Background: an optimization exercise with open tools, aiming at small area and a short achievable clock period. Do not read the settings as production practice.
Function was checked by simulation only, so behaviour that the tests miss may differ from the original.
No activity file was given, so power comes from the tool's default toggle rates.

// axi_wdata_trace_capture
module axi_wdata_trace_capture #(
  parameter int unsigned NrChannels = 4,
  parameter int unsigned DataWidth  = 128,
  parameter int unsigned FifoDepth  = 8,
  parameter int unsigned CntWidth   = 16,
  parameter logic [63:0] TrigOn     = TRIG_ON_DEFAULT,
  parameter logic [63:0] TrigOff    = TRIG_OFF_DEFAULT,
  localparam int unsigned StrbW     = DataWidth / 8,
  localparam int unsigned ChanW     = (NrChannels > 1) ? $clog2(NrChannels) : 1
) (
  input  logic                          clk_i,
  input  logic                          rst_i,
  input  logic [63:0]                   trigger_i,
  input  logic                          dump_en_i,
  input  logic [NrChannels*DataWidth-1:0] w_data_i,
  input  logic [NrChannels*StrbW-1:0]   w_strb_i,
  input  logic [NrChannels-1:0]         w_valid_i,
  input  logic [NrChannels-1:0]         w_ready_i,
  output logic                          out_valid_o,
  input  logic                          out_ready_i,
  output logic [ChanW-1:0]              out_chan_o,
  output logic [DataWidth-1:0]          out_data_o,
  output logic [StrbW-1:0]              out_strb_o,
  output logic [1:0]                    state_o,
  output logic                          done_o,
  output logic                          overflow_o,
  output logic [CntWidth-1:0]           beat_cnt_o,
  output logic [CntWidth-1:0]           byte_cnt_o,
  output logic [CntWidth-1:0]           drop_cnt_o
);
clock: 20.0 ns
lec_check: 0
cap_margin: 20
core_margin: 2
core_utilization: 40
place_density: 0.5
slew_margin: 20
standard.sh (not shown) runs the stock make flow with config.mk's settings and CLKGATE_MAP_FILE= SYNTH_SCRIPT=/design/flow/synth_recipe.tcl, a recipe that flattens the netlist after the stock synthesis.
==> flow/flow/run.sh <==
#!/bin/bash
# Layout flow. Synthesis is the standard one with two changes that leave its registers as they
# are: no full-adder cell mapping (ABC maps the strobe popcount from plain gates), and ABC's
# mapping script flow/abc_speed.script (delay-targeted map, then buffering and sizing).
# Floorplan and placement run as standard, with single-size port buffers; clock-tree synthesis
# uses larger sink clusters; the timing repair after clock-tree synthesis and after global
# routing aims for MARGIN ns of extra setup slack. Each make run writes its full output to a log
# of its own here.
set -euo pipefail
MARGIN=13.5
rm -rf synth_scripts
cp -r "$FLOW_HOME/scripts" synth_scripts
cp flow/abc_speed.script synth_scripts/abc_speed.script
SCRIPTS_DIR="$PWD/synth_scripts" ADDER_MAP_FILE= bash standard.sh synth > make_synth.log 2>&1
# The capture-control inputs (strobes, handshakes, dump enable, drain ready) are placed as one
# group of pins, so that the strobe popcount and capture logic sit close to them.
CTRL_PINS="w_strb_i[0] w_strb_i[1] w_strb_i[2] w_strb_i[3] w_strb_i[4] w_strb_i[5] w_strb_i[6] w_strb_i[7] w_strb_i[8] w_strb_i[9] w_strb_i[10] w_strb_i[11] w_strb_i[12] w_strb_i[13] w_strb_i[14] w_strb_i[15] w_strb_i[16] w_strb_i[17] w_strb_i[18] w_strb_i[19] w_strb_i[20] w_strb_i[21] w_strb_i[22] w_strb_i[23] w_strb_i[24] w_strb_i[25] w_strb_i[26] w_strb_i[27] w_strb_i[28] w_strb_i[29] w_strb_i[30] w_strb_i[31] w_strb_i[32] w_strb_i[33] w_strb_i[34] w_strb_i[35] w_strb_i[36] w_strb_i[37] w_strb_i[38] w_strb_i[39] w_strb_i[40] w_strb_i[41] w_strb_i[42] w_strb_i[43] w_strb_i[44] w_strb_i[45] w_strb_i[46] w_strb_i[47] w_strb_i[48] w_strb_i[49] w_strb_i[50] w_strb_i[51] w_strb_i[52] w_strb_i[53] w_strb_i[54] w_strb_i[55] w_strb_i[56] w_strb_i[57] w_strb_i[58] w_strb_i[59] w_strb_i[60] w_strb_i[61] w_strb_i[62] w_strb_i[63] w_valid_i[0] w_valid_i[1] w_valid_i[2] w_valid_i[3] w_ready_i[0] w_ready_i[1] w_ready_i[2] w_ready_i[3] dump_en_i out_ready_i"
PLACE_PINS_ARGS="-group_pins {$CTRL_PINS}" BUFFER_PORTS_ARGS="-buffer_cell sky130_fd_sc_hd__buf_1" bash standard.sh floorplan place > make_place.log 2>&1
export CTS_ARGS="-sink_clustering_enable -repair_clock_nets -sink_clustering_size 30 -sink_clustering_max_diameter 80 -dont_use_dummy_load"
SETUP_SLACK_MARGIN=$MARGIN bash standard.sh cts > make_cts.log 2>&1
SETUP_SLACK_MARGIN=$MARGIN bash standard.sh finish > make_finish.log 2>&1
==> flow/flow/abc_speed.script <==
strash
dch
map -D 1500
topo
buffer -p
upsize -D 1500
dnsize -D 1500
Change:
--- a/flow/flow/run.sh
+++ b/flow/flow/run.sh
@@ -9,3 +9,3 @@
 set -euo pipefail
-MARGIN=13.5
+MARGIN=14
 rm -rf synth_scripts
Result: The new run completed with no timing, DRC or antenna violations. Non-clock buffer count came out higher by 186. Die area stays the same. Total power barely changes. Sequential share of layout area came out lower by 2.0 points. Sequential power stays flat. Setup slack improves by 0.18 ns. Maximum frequency came out higher by 2.8%.
Change:
--- a/flow/flow/run.sh
+++ b/flow/flow/run.sh
@@ -9,3 +9,3 @@
 set -euo pipefail
-MARGIN=14
+MARGIN=13.5
 rm -rf synth_scripts
@@ -18,3 +18,3 @@
 PLACE_PINS_ARGS="-group_pins {$CTRL_PINS}" BUFFER_PORTS_ARGS="-buffer_cell sky130_fd_sc_hd__buf_1" bash standard.sh floorplan place > make_place.log 2>&1
-export CTS_ARGS="-sink_clustering_enable -repair_clock_nets -sink_clustering_size 30 -sink_clustering_max_diameter 80 -dont_use_dummy_load"
+export CTS_ARGS="-sink_clustering_enable -repair_clock_nets -sink_clustering_size 24 -sink_clustering_max_diameter 70 -dont_use_dummy_load"
 SETUP_SLACK_MARGIN=$MARGIN bash standard.sh cts > make_cts.log 2>&1
Synthesized area stays the same. First-iteration DRC count went down by a few percent. Routed wire length went down by a few percent. Clock skew went up by 0.013 ns. Global-route usage went down by 1.3 points. Setup slack gets worse by 0.23 ns. Final cell count went down slightly.
Change:
--- a/flow/flow/run.sh
+++ b/flow/flow/run.sh
@@ -9,3 +9,3 @@
 set -euo pipefail
-MARGIN=13.5
+MARGIN=14
 rm -rf synth_scripts
- The changed run passed the timing, design-rule and antenna checks
- synthesized area stays the same
- clock-buffer cell count does not change
- worst hold slack hardly moves
- sequential share of layout area drops by 2.8 points
- worst setup slack improved by 0.17 ns
- total power barely changes
Change:
==> flow/flow/run.sh (replaced) <==
#!/bin/bash
# Layout flow. Synthesis is the standard one with two changes that leave its registers as they
# are: no full-adder cell mapping (ABC maps the strobe popcount from plain gates), and ABC's
# mapping script flow/abc_speed.script (delay-targeted map, then buffering and sizing).
# Floorplan and placement run as standard, with single-size port buffers; clock-tree synthesis
# uses larger sink clusters; the timing repair after clock-tree synthesis and after global
# routing aims for MARGIN ns of extra setup slack. Each make run writes its full output to a log
# of its own here.
set -euo pipefail
MARGIN=14
rm -rf synth_scripts
cp -r "$FLOW_HOME/scripts" synth_scripts
cp flow/abc_speed.script synth_scripts/abc_speed.script
SCRIPTS_DIR="$PWD/synth_scripts" ADDER_MAP_FILE= bash standard.sh synth > make_synth.log 2>&1
BUFFER_PORTS_ARGS="-buffer_cell sky130_fd_sc_hd__buf_1" bash standard.sh floorplan place > make_place.log 2>&1
export CTS_ARGS="-sink_clustering_enable -repair_clock_nets -sink_clustering_size 30 -sink_clustering_max_diameter 80 -dont_use_dummy_load"
SETUP_SLACK_MARGIN=$MARGIN bash standard.sh cts > make_cts.log 2>&1
SETUP_SLACK_MARGIN=$MARGIN bash standard.sh finish > make_finish.log 2>&1
Settings changed: CORE_UTILIZATION 40 to 50, PLACE_DENSITY 0.5 to 0.55, TNS_END_PERCENT set to 10.
Result:
- The new run passed the timing, design-rule and antenna checks
- power fell by 5.6%
- cell area came out lower by 3.7%
- first-iteration DRC count is higher by about 1.9%
- die area went down by about 20%
- setup slack got worse by 0.12 ns

afterwards: timing with drivers on the ports:
No port has a modelled driver above. Below, the same layouts with a new extraction and two added sets of constraints. Step 1: set_driving_cell puts a clkbuf_16 on clk_i and a buf_2 on each other input, an assumption about the parent block. Step 2 also shifts input and output timing later by t, the mid clock arrival at the registers, as if the neighbouring blocks saw the same clock. a / b / c = ideal / step 1 / step 2; a / b = the first two.
| run | t, ns | slack for setup (ns) | worst hold slack (ns) | worst register clock-pin slew, ns | pins driven straight from the clock port |
|---|---|---|---|---|---|
| the first run | 1.131 | 13.315 / 13.315 / 12.260 | 0.464 / 0.464 / 0.464 | 0.12 / 0.12 | 1 |
| the second run | 1.135 | 13.497 / 13.481 / 12.346 | 0.463 / 0.463 / 0.463 | 0.12 / 0.12 | 1 |
| the third run | 1.103 | 13.267 / 13.300 / 12.197 | 0.458 / 0.458 / 0.458 | 0.10 / 0.10 | 1 |
| the fourth run | 1.103 | 13.438 / 13.446 / 12.344 | 0.459 / 0.459 / 0.459 | 0.10 / 0.10 | 1 |
| the fifth run | 1.085 | 13.321 / 13.325 / 12.240 | 0.452 / 0.452 / 0.452 | 0.12 / 0.12 | 1 |
After both steps setup and hold are still met in every run listed. For the second run, which loses most, drivers alone change the setup slack by -0.016 ns; drivers and shift together by -1.151 ns.
